This is an optimization exercise on Yosys and OpenROAD, whose aim is small area, not a production implementation.
In this exercise RTL edits were held to simulation tests only and were not proved equivalent to the original.
No activity file was given, so power comes from the tool's default toggle rates.

==> flow/design.v <==
package imupg_pkg;
    localparam logic [1:0] PH_WAIT_POSE    = 2'd0;
    localparam logic [1:0] PH_ARMED        = 2'd1;
    localparam logic [1:0] PH_WAIT_RELEASE = 2'd2;
    localparam logic [1:0] PH_WAIT_NEUTRAL = 2'd3;
    localparam logic [2:0] POSE_UNKNOWN = 3'd0;
    localparam logic [2:0] POSE_FLAT    = 3'd1;
    localparam logic [2:0] POSE_CCW90   = 3'd2;
    localparam logic [2:0] POSE_CW90    = 3'd3;
    localparam logic [2:0] POSE_CW180   = 3'd4;
    localparam logic [1:0] GEST_NONE  = 2'd0;
    localparam logic [1:0] GEST_LEFT  = 2'd1;
    localparam logic [1:0] GEST_RIGHT = 2'd2;
    localparam logic [1:0] GEST_UP    = 2'd3;
    localparam logic [2:0] REG_TRIGGER_MOTION  = 3'd0;
    localparam logic [2:0] REG_RELEASE_MOTION  = 3'd1;
    localparam logic [2:0] REG_RELEASE_TIMEOUT = 3'd2;
    localparam logic [2:0] REG_POSE_HOLD       = 3'd3;
    localparam logic [2:0] REG_ARM_MOTION      = 3'd4;
    localparam logic [2:0] REG_NEUTRAL_HOLD    = 3'd5;
    localparam logic [16:0] RST_TRIGGER_MOTION  = 17'd10000;
    localparam logic [16:0] RST_RELEASE_MOTION  = 17'd4000;
    localparam logic [15:0] RST_RELEASE_TIMEOUT = 16'd700;
    localparam logic [15:0] RST_POSE_HOLD       = 16'd180;
    localparam logic [16:0] RST_ARM_MOTION      = 17'd5000;
    localparam logic [15:0] RST_NEUTRAL_HOLD    = 16'd200;
endpackage
module imupg_cfg_regs (
    input  logic        clk,
    input  logic        rst_n,
    input  logic        psel,
    input  logic        penable,
    input  logic        pwrite,
    input  logic [4:0]  paddr,
    input  logic [31:0] pwdata,
    output logic [31:0] prdata,
    output logic        pready,
    output logic [16:0] trigger_motion_level,
    output logic [16:0] release_motion_level,
    output logic [15:0] release_timeout_ms,
    output logic [15:0] pose_hold_ms,
    output logic [16:0] arm_motion_limit,
    output logic [15:0] neutral_hold_ms
);
    logic       wr_en;
    logic [2:0] reg_idx;
    assign wr_en   = psel && penable && pwrite;
    assign reg_idx = paddr[4:2];
    assign pready  = 1'b1;
    always_comb
    begin
        case (reg_idx)
            imupg_pkg::REG_TRIGGER_MOTION:  prdata = {15'd0, trigger_motion_level};
            imupg_pkg::REG_RELEASE_MOTION:  prdata = {15'd0, release_motion_level};
            imupg_pkg::REG_RELEASE_TIMEOUT: prdata = {16'd0, release_timeout_ms};
            imupg_pkg::REG_POSE_HOLD:       prdata = {16'd0, pose_hold_ms};
            imupg_pkg::REG_ARM_MOTION:      prdata = {15'd0, arm_motion_limit};
            imupg_pkg::REG_NEUTRAL_HOLD:    prdata = {16'd0, neutral_hold_ms};
            default:                        prdata = 32'd0;
        endcase
    end
    always_ff @(posedge clk or negedge rst_n)
    begin
        if (!rst_n)
        begin
            trigger_motion_level <= imupg_pkg::RST_TRIGGER_MOTION;
            release_motion_level <= imupg_pkg::RST_RELEASE_MOTION;
            release_timeout_ms   <= imupg_pkg::RST_RELEASE_TIMEOUT;
            pose_hold_ms         <= imupg_pkg::RST_POSE_HOLD;
            arm_motion_limit     <= imupg_pkg::RST_ARM_MOTION;
            neutral_hold_ms      <= imupg_pkg::RST_NEUTRAL_HOLD;
        end
        else if (wr_en)
        begin
            case (reg_idx)
                imupg_pkg::REG_TRIGGER_MOTION:  trigger_motion_level <= pwdata[16:0];
                imupg_pkg::REG_RELEASE_MOTION:  release_motion_level <= pwdata[16:0];
                imupg_pkg::REG_RELEASE_TIMEOUT: release_timeout_ms   <= pwdata[15:0];
                imupg_pkg::REG_POSE_HOLD:       pose_hold_ms         <= pwdata[15:0];
                imupg_pkg::REG_ARM_MOTION:      arm_motion_limit     <= pwdata[16:0];
                imupg_pkg::REG_NEUTRAL_HOLD:    neutral_hold_ms      <= pwdata[15:0];
                default: ;
            endcase
        end
    end
endmodule
module imupg_feature (
    input  logic signed [15:0] accel_x,
    input  logic signed [15:0] accel_y,
    input  logic signed [15:0] accel_z,
    input  logic signed [15:0] gyro_x,
    input  logic signed [15:0] gyro_y,
    input  logic signed [15:0] gyro_z,
    output logic [2:0]         pose,
    output logic [16:0]        motion
);
    logic [16:0] mag_x;
    logic [16:0] mag_y;
    logic [16:0] mag_z;
    logic [16:0] gmag_x;
    logic [16:0] gmag_y;
    logic [16:0] gmag_z;
    assign mag_x  = accel_x[15] ? (17'd0 - {accel_x[15], accel_x}) : {1'b0, accel_x};
    assign mag_y  = accel_y[15] ? (17'd0 - {accel_y[15], accel_y}) : {1'b0, accel_y};
    assign mag_z  = accel_z[15] ? (17'd0 - {accel_z[15], accel_z}) : {1'b0, accel_z};
    assign gmag_x = gyro_x[15]  ? (17'd0 - {gyro_x[15], gyro_x})   : {1'b0, gyro_x};
    assign gmag_y = gyro_y[15]  ? (17'd0 - {gyro_y[15], gyro_y})   : {1'b0, gyro_y};
    assign gmag_z = gyro_z[15]  ? (17'd0 - {gyro_z[15], gyro_z})   : {1'b0, gyro_z};
    assign motion = gmag_x + gmag_y + gmag_z;
    always_comb
    begin
        if (mag_z >= mag_x && mag_z >= mag_y)
            pose = accel_z[15] ? imupg_pkg::POSE_CW180 : imupg_pkg::POSE_FLAT;
        else if (mag_x >= mag_y)
            pose = accel_x[15] ? imupg_pkg::POSE_CW90 : imupg_pkg::POSE_CCW90;
        else
            pose = accel_y[15] ? imupg_pkg::POSE_CW90 : imupg_pkg::POSE_CCW90;
    end
endmodule
module imupg_fsm #(
    parameter int TIME_BITS = 32
) (
    input  logic                  clk,
    input  logic                  rst_n,
    input  logic                  step,
    input  logic [2:0]            pose,
    input  logic [16:0]           motion,
    input  logic [TIME_BITS-1:0]  now,
    input  logic [16:0]           trigger_motion_level,
    input  logic [16:0]           release_motion_level,
    input  logic [15:0]           release_timeout_ms,
    input  logic [15:0]           pose_hold_ms,
    input  logic [16:0]           arm_motion_limit,
    input  logic [15:0]           neutral_hold_ms,
    output logic [1:0]            gesture_code,
    output logic [1:0]            phase_after
);
    logic [1:0]           phase_reg, phase_next;
    logic [2:0]           locked_pose_reg, locked_pose_next;
    logic [2:0]           prev_pose_reg, prev_pose_next;
    logic [TIME_BITS-1:0] gesture_time_reg, gesture_time_next;
    logic [TIME_BITS-1:0] pose_since_reg, pose_since_next;
    logic [TIME_BITS-1:0] neutral_since_reg, neutral_since_next;
    logic [1:0]           code_reg, code_next;
    logic [1:0]           res_phase_reg;
    logic [TIME_BITS-1:0] since_gesture;
    logic [TIME_BITS-1:0] since_pose;
    logic [TIME_BITS-1:0] neutral_start;
    logic [TIME_BITS-1:0] since_neutral;
    logic [1:0]           fire_code;
    assign since_gesture = now - gesture_time_reg;
    assign since_pose    = now - pose_since_reg;
    assign neutral_start = (neutral_since_reg == '0) ? now : neutral_since_reg;
    assign since_neutral = now - neutral_start;
    always_comb
    begin
        case (locked_pose_reg)
            imupg_pkg::POSE_CCW90: fire_code = imupg_pkg::GEST_LEFT;
            imupg_pkg::POSE_CW90:  fire_code = imupg_pkg::GEST_RIGHT;
            imupg_pkg::POSE_CW180: fire_code = imupg_pkg::GEST_UP;
            default:               fire_code = imupg_pkg::GEST_NONE;
        endcase
    end
    always_comb
    begin
        phase_next         = phase_reg;
        locked_pose_next   = locked_pose_reg;
        prev_pose_next     = prev_pose_reg;
        gesture_time_next  = gesture_time_reg;
        pose_since_next    = pose_since_reg;
        neutral_since_next = neutral_since_reg;
        code_next          = imupg_pkg::GEST_NONE;
        case (phase_reg)
            imupg_pkg::PH_WAIT_RELEASE:
            begin
                if (since_gesture > {{(TIME_BITS-16){1'b0}}, release_timeout_ms} ||
                    motion < release_motion_level)
                begin
                    phase_next         = imupg_pkg::PH_WAIT_NEUTRAL;
                    locked_pose_next   = imupg_pkg::POSE_UNKNOWN;
                    prev_pose_next     = imupg_pkg::POSE_UNKNOWN;
                    pose_since_next    = now;
                    neutral_since_next = now;
                end
            end
            imupg_pkg::PH_WAIT_NEUTRAL:
            begin
                if (pose == imupg_pkg::POSE_FLAT)
                begin
                    neutral_since_next = neutral_start;
                    if (since_neutral >= {{(TIME_BITS-16){1'b0}}, neutral_hold_ms})
                    begin
                        phase_next         = imupg_pkg::PH_WAIT_POSE;
                        locked_pose_next   = imupg_pkg::POSE_UNKNOWN;
                        prev_pose_next     = pose;
                        pose_since_next    = now;
                        neutral_since_next = '0;
                    end
                end
                else
                begin
                    neutral_since_next = '0;
                end
            end
            imupg_pkg::PH_WAIT_POSE:
            begin
                if (pose != prev_pose_reg)
                begin
                    locked_pose_next = imupg_pkg::POSE_UNKNOWN;
                    prev_pose_next   = pose;
                    pose_since_next  = now;
                end
                else if (pose == imupg_pkg::POSE_UNKNOWN || pose == imupg_pkg::POSE_FLAT ||
                         motion >= arm_motion_limit)
                begin
                    pose_since_next = now;
                end
                else if (since_pose >= {{(TIME_BITS-16){1'b0}}, pose_hold_ms})
                begin
                    locked_pose_next = pose;
                    phase_next       = imupg_pkg::PH_ARMED;
                end
            end
            default:  
            begin
                if (motion > trigger_motion_level)
                begin
                    code_next = fire_code;
                    if (fire_code != imupg_pkg::GEST_NONE)
                    begin
                        gesture_time_next  = now;
                        neutral_since_next = '0;
                        phase_next         = imupg_pkg::PH_WAIT_RELEASE;
                    end
                end
            end
        endcase
    end
    always_ff @(posedge clk or negedge rst_n)
    begin
        if (!rst_n)
        begin
            phase_reg         <= imupg_pkg::PH_WAIT_POSE;
            locked_pose_reg   <= imupg_pkg::POSE_UNKNOWN;
            prev_pose_reg     <= imupg_pkg::POSE_UNKNOWN;
            gesture_time_reg  <= '0;
            pose_since_reg    <= '0;
            neutral_since_reg <= '0;
        end
        else if (step)
        begin
            phase_reg         <= phase_next;
            locked_pose_reg   <= locked_pose_next;
            prev_pose_reg     <= prev_pose_next;
            gesture_time_reg  <= gesture_time_next;
            pose_since_reg    <= pose_since_next;
            neutral_since_reg <= neutral_since_next;
        end
    end
    always_ff @(posedge clk)
    begin
        if (step)
        begin
            code_reg      <= code_next;
            res_phase_reg <= phase_next;
        end
    end
    assign gesture_code = code_reg;
    assign phase_after  = res_phase_reg;
endmodule
module imu_pose_gesture_recognizer_top (
    input  logic                             clk,
    input  logic                             rst_n,
    input  logic                             in_valid,
    output logic                             in_ready,
    input  logic signed [15:0]               accel_x,
    input  logic signed [15:0]               accel_y,
    input  logic signed [15:0]               accel_z,
    input  logic signed [15:0]               gyro_x,
    input  logic signed [15:0]               gyro_y,
    input  logic signed [15:0]               gyro_z,
    input  logic [31:0]                      now_ms,
    output logic                             out_valid,
    input  logic                             out_ready,
    output logic [1:0]                       gesture_code,
    output logic [1:0]                       phase_after,
    input  logic                             psel,
    input  logic                             penable,
    input  logic                             pwrite,
    input  logic [4:0]                       paddr,
    input  logic [31:0]                      pwdata,
    output logic [31:0]                      prdata,
    output logic                             pready
);
    localparam int TIME_BITS = 32;
    logic signed [15:0] smp_accel_x, smp_accel_y, smp_accel_z;
    logic signed [15:0] smp_gyro_x, smp_gyro_y, smp_gyro_z;
    logic [31:0]        smp_now_ms;
    logic    in_valid_reg, in_valid_next;
    logic    out_valid_reg, out_valid_next;
    logic    advance;
    logic    in_take;
    logic [16:0] trigger_motion_level;
    logic [16:0] release_motion_level;
    logic [15:0] release_timeout_ms;
    logic [15:0] pose_hold_ms;
    logic [16:0] arm_motion_limit;
    logic [15:0] neutral_hold_ms;
    logic [2:0]  pose;
    logic [16:0] motion;
    assign advance  = in_valid_reg && (!out_valid_reg || out_ready);
    assign in_ready = !in_valid_reg || advance;
    assign in_take  = in_valid && in_ready;
    always_comb
    begin
        in_valid_next  = in_take ? 1'b1 : (advance ? 1'b0 : in_valid_reg);
        out_valid_next = advance ? 1'b1 : (out_ready ? 1'b0 : out_valid_reg);
    end
    always_ff @(posedge clk or negedge rst_n)
    begin
        if (!rst_n)
        begin
            in_valid_reg  <= 1'b0;
            out_valid_reg <= 1'b0;
        end
        else
        begin
            in_valid_reg  <= in_valid_next;
            out_valid_reg <= out_valid_next;
        end
    end
    always_ff @(posedge clk)
    begin
        if (in_take)
        begin
            smp_accel_x <= accel_x;
            smp_accel_y <= accel_y;
            smp_accel_z <= accel_z;
            smp_gyro_x  <= gyro_x;
            smp_gyro_y  <= gyro_y;
            smp_gyro_z  <= gyro_z;
            smp_now_ms  <= now_ms;
        end
    end
    assign out_valid = out_valid_reg;
    imupg_cfg_regs u_cfg (
        .clk     (clk),
        .rst_n   (rst_n),
        .psel    (psel),
        .penable (penable),
        .pwrite  (pwrite),
        .paddr   (paddr),
        .pwdata  (pwdata),
        .prdata  (prdata),
        .pready  (pready),
        .trigger_motion_level (trigger_motion_level),
        .release_motion_level (release_motion_level),
        .release_timeout_ms   (release_timeout_ms),
        .pose_hold_ms         (pose_hold_ms),
        .arm_motion_limit     (arm_motion_limit),
        .neutral_hold_ms      (neutral_hold_ms)
    );
    imupg_feature u_feat (
        .accel_x (smp_accel_x),
        .accel_y (smp_accel_y),
        .accel_z (smp_accel_z),
        .gyro_x  (smp_gyro_x),
        .gyro_y  (smp_gyro_y),
        .gyro_z  (smp_gyro_z),
        .pose    (pose),
        .motion  (motion)
    );
    imupg_fsm #(
        .TIME_BITS (TIME_BITS)
    ) u_fsm (
        .clk          (clk),
        .rst_n        (rst_n),
        .step         (advance),
        .pose         (pose),
        .motion       (motion),
        .now          (smp_now_ms[TIME_BITS-1:0]),
        .trigger_motion_level (trigger_motion_level),
        .release_motion_level (release_motion_level),
        .release_timeout_ms   (release_timeout_ms),
        .pose_hold_ms         (pose_hold_ms),
        .arm_motion_limit     (arm_motion_limit),
        .neutral_hold_ms      (neutral_hold_ms),
        .gesture_code (gesture_code),
        .phase_after  (phase_after)
    );
endmodule
==> flow/run.sh <==
#!/bin/bash
# synth_recipe.tcl (not shown) runs the flow's synth.tcl, then flattens the netlist and writes it again
# the make line also repeats each setting of config.mk as NAME=value (left out here)
make -C /OpenROAD-flow-scripts/flow DESIGN_CONFIG=/design/flow/config.mk WORK_HOME=/design/flow/orfs CLKGATE_MAP_FILE= SYNTH_SCRIPT=/design/flow/synth_recipe.tcl finish
==> flow/config.mk <==
export PLATFORM = sky130hd
export DESIGN_NAME = imu_pose_gesture_recognizer_top
export DESIGN_NICKNAME = imu_pose_gesture_recognizer_top
export VERILOG_FILES = /design/flow/design.v
export SDC_FILE = /design/flow/constraint.sdc
export NUM_CORES = 4
export LEC_CHECK = 0
export CAP_MARGIN = 20
export CORE_MARGIN = 2
export CORE_UTILIZATION = 40
export SLEW_MARGIN = 20
==> flow/constraint.sdc <==
create_clock -name core_clock -period 10.0 [get_ports {clk}]
set_input_delay 2.0000 -clock core_clock [delete_from_list [all_inputs] [get_ports {clk}]]
set_output_delay 2.0000 -clock core_clock [all_outputs]
set_load 0.01 [all_outputs]
==> results.cfg <==
[setup_path]
endpoint_kind = register
cpMostUsedCell = o21ai_0
crit_path_start_kind = register
critical_path.max_stage_delay_ps = 610
reg2reg_slack_ps = 2320
crit-reg2reg-launch = smp_gyro_z[0]
worstRegToRegCells = 31
worst_ep_arrival_time_ps = 8180
worstPathMaxFanout = 34
required_ps = 10500
critical_path_class = register to register
slowest_stage = or4_1
r2r_end = u_fsm.neutral_since_reg[9]

[floorplanning]
core_um2 = 65500
die_w_um = 261
initial_utilization_pct = 40.2
dieArea_um2 = 67900
core.rowCount = 94
die_height_um = 261
boundaryPins = 211

[clocking]
cts_setup_buffers = 0
cts_hold_buf = 0
root_buffer = clkbuf_16
htreeDepth = 2
ctsResizeCount = 0
clock_sinks = 337
cts_buffers = 41
cts_tree = built
clk_pin_slew_worst_paths_ps = 60
cts_max_path_buffers = 3
clk_latency_ps = 580

[power]
finalPower_mw = 4.90
p_leak_nw = 12.8
p_per_area_nw_per_um2 = 162
ir_drop_mv = 0.125

[grt]
grt_overflow_total = 0
grt_antenna_before_repair = 1
grt_pass1_vias = 22300
groute.usage.overall_pct = 22.9
grt_pass1_wl_um = 123000
grt_max_degree = 108

[drt]
vias = 22300
remaining_drc_errors = 0
drtIter0Drc = 1568
wl_um = 77900
vias_per_cell = 5.68
dr.pass1.iters = 5
postRouteAntennaNets = 0
wl_per_cell_um = 19.8

[synth]
synth_flop_cell = dfrtp_1
ys_types = 103
syn_avg_cell_area_um2 = 9.09
synth_edf_count = 132
ys_seq_elements = 337
synth_area_um2 = 26300
synth_seq_area_share_pct = 34.7
yosysWarnings = 4
syn_inst = 2896
ys_async_sr_fraction_pct = 60.8

[cells_and_area]
stdcell_count = 3932
fin_nets = 3495
drive_above_1_share_pct = 8.57
area_growth_pct = 15.0
diodes = 0
mostFrequentLayoutCells = 304 x nand2_1, 270 x inv_1, 267 x ha_1
nFillCells = 6181
final_common_cell = nand2_1

[timing]
worst_clock_skew_ps = 21.9
relSlewSlack_pct = 31.3
tightest_slew_ps = 1010
setup-tns-final_ps = 0
setup_violations = 0
fmax_ghz = 0.130
fin_crit_ps = 7680
hold_viol = 0
drv_slew = 0
fin_crit_sh_pct = 76.8
rsz0062_at_grt = false

[run_status]
status = complete, no violations

[placement]
dp_cells = 3856
hpwl_um = 60900
port_buffers = 177
place.gp.congestion = 0.909

[hold_path]
hold_depth = 1
holdPathEnd = out_valid_reg
hold_class = register to register
hold_start = in_valid_reg

[job]
cap_violations = 0
==> cell type report <==
class / instances / area (µm²) / area share, %
sequential: 337 / 9130 / 30.1
inverter: 270 / 1010 / 3.35
multi-input combinational: 2185 / 15700 / 51.8
timing repair buffer: 201 / 1960 / 6.47
clock buffer: 53 / 1120 / 3.69
clock inverter: 22 / 310 / 1.02
tap: 864 / 1080 / 3.57
==> synth_stat cells, types with 10 or more instances <==
cell type | instances | area (µm²)
a2111oi_0 | 12 | 105
a211o_1 | 13 | 114
a211oi_1 | 27 | 203
a21o_1 | 64 | 480
a21oi_1 | 173 | 866
a22o_2 | 27 | 270
a22oi_1 | 50 | 375
a31oi_1 | 12 | 75.1
and3_1 | 18 | 113
and4_1 | 11 | 96.3
buf_2 | 14 | 70.1
buf_4 | 17 | 128
buf_6 | 11 | 124
clkbuf_1 | 79 | 297
dfrtp_1 | 176 | 4400
dfstp_2 | 29 | 762
edfxtp_1 | 132 | 3960
fa_1 | 20 | 400
ha_1 | 267 | 3340
inv_1 | 270 | 1010
mux2_2 | 21 | 236
mux2_4 | 29 | 435
mux2i_1 | 16 | 160
nand2_1 | 304 | 1140
nand2b_1 | 32 | 200
nand3_1 | 68 | 340
nand3b_1 | 10 | 75.1
nand4_1 | 44 | 275
nor2_1 | 119 | 447
nor2b_1 | 27 | 169
nor3_1 | 48 | 240
nor3b_1 | 12 | 90.1
nor4_1 | 31 | 194
o211ai_1 | 35 | 263
o21a_1 | 25 | 188
o21ai_0 | 242 | 1210
o21ai_1 | 10 | 50.1
o21ai_2 | 21 | 184
o31ai_1 | 23 | 173
o41ai_1 | 11 | 96.3
or3_1 | 25 | 156
or4_1 | 20 | 150
xnor2_1 | 70 | 613
xor2_1 | 74 | 648
==> logic make-up (layout without fill, tap and decap cells) <==
group           count (synthesis)  count (layout)  synth area share (%)
mux                            66              66                  3.16
buf+inv                       394             546                  6.27
fa+ha+maj                     287             287                  14.2
compound gates                843             843                  21.1
xor+xnor                      144             144                  4.79
other cells                     2              22                0.0285
simple gates                  823             823                  15.8
flops                         337             337                  34.7
==> worst max-delay path, delay by kind of cell (launching register included) <==
kind / cells / cell delay, ps
compound gates: 12 / 2220
simple gates: 7 / 2040
fa+ha+maj: 5 / 1580
buf+inv: 5 / 950
flops: 1 / 410
mux: 2 / 390
==> where the power goes <==
group / switching, mW / leakage [nW] / total (mW) / internal (mW)
sequential: 0.120 / 3.67 / 1.72 / 1.60
clock: 0.631 / 0.706 / 1.61 / 0.975
combinational: 0.921 / 8.46 / 1.58 / 0.657
total: 1.67 / 12.8 / 4.90 / 3.23
==> routing by layer <==
layer | part of all wire [%] | global-route usage [%]
met5 | 0.017 | 0
met4 | 2.7 | 6.87
met3 | 4.8 | 2.80
met2 | 48 | 39.7
met1 | 44 | 29.7
==> stage by stage <==
stage | hold WS, ps | worst slack, ps | utilization, % | area [µm²]
6_report | 497 | 2320 | 46.2 | 30300
3_3_place_gp | 475 | 2410 | 44.0 | 28900
3_5_place_dp | 484 | 2300 | 44.0 | 28900
5_1_grt | 524 | 1560 | 46.2 | 30300
4_1_cts | 506 | 2240 | 46.2 | 30300
2_1_floorplan | 457 | 3680 | - | 26400
==> worst max-delay path by stage <==
stage               cells past startpoint           start                          end  slack [ps]
floorplan                              29  smp_gyro_y[15]     u_fsm.pose_since_reg[10]        3680
global placement                       31   smp_gyro_z[0]  u_fsm.neutral_since_reg[25]        2410
finish                                 31   smp_gyro_z[0]   u_fsm.neutral_since_reg[9]        2320
CTS                                    31   smp_gyro_z[0]   u_fsm.neutral_since_reg[9]        2240
global route                           31   smp_gyro_z[0]  u_fsm.neutral_since_reg[27]        1560
detailed placement                     31   smp_gyro_z[0]   u_fsm.neutral_since_reg[3]        2300

==> port drivers added, routing unchanged <==
No port has a modelled driver above. Below, the same layout with a new extraction and two added sets of constraints.
Step 1 sets driving cells, clkbuf_16 on the clock port and buf_2 on the other inputs (assumed; they add their load-dependent delay and slew).
Step 2 moves the port delays by t, midway between the first and last clock arrival at a register: inputs arrive t later, outputs are due t later. That takes back most of the time a late clock gives input paths.
a / b / c = ideal / step 1 / step 2; a / b = the first two.
shift t [ns]: 0.627
setup slack, ns: 2.320 / 2.320 / 2.320
worst setup path after step 2: register to register
After both steps this run still meets setup and hold. The setup slack of this run moves by 0.000 ns with the drivers and by 0.000 ns with both steps.
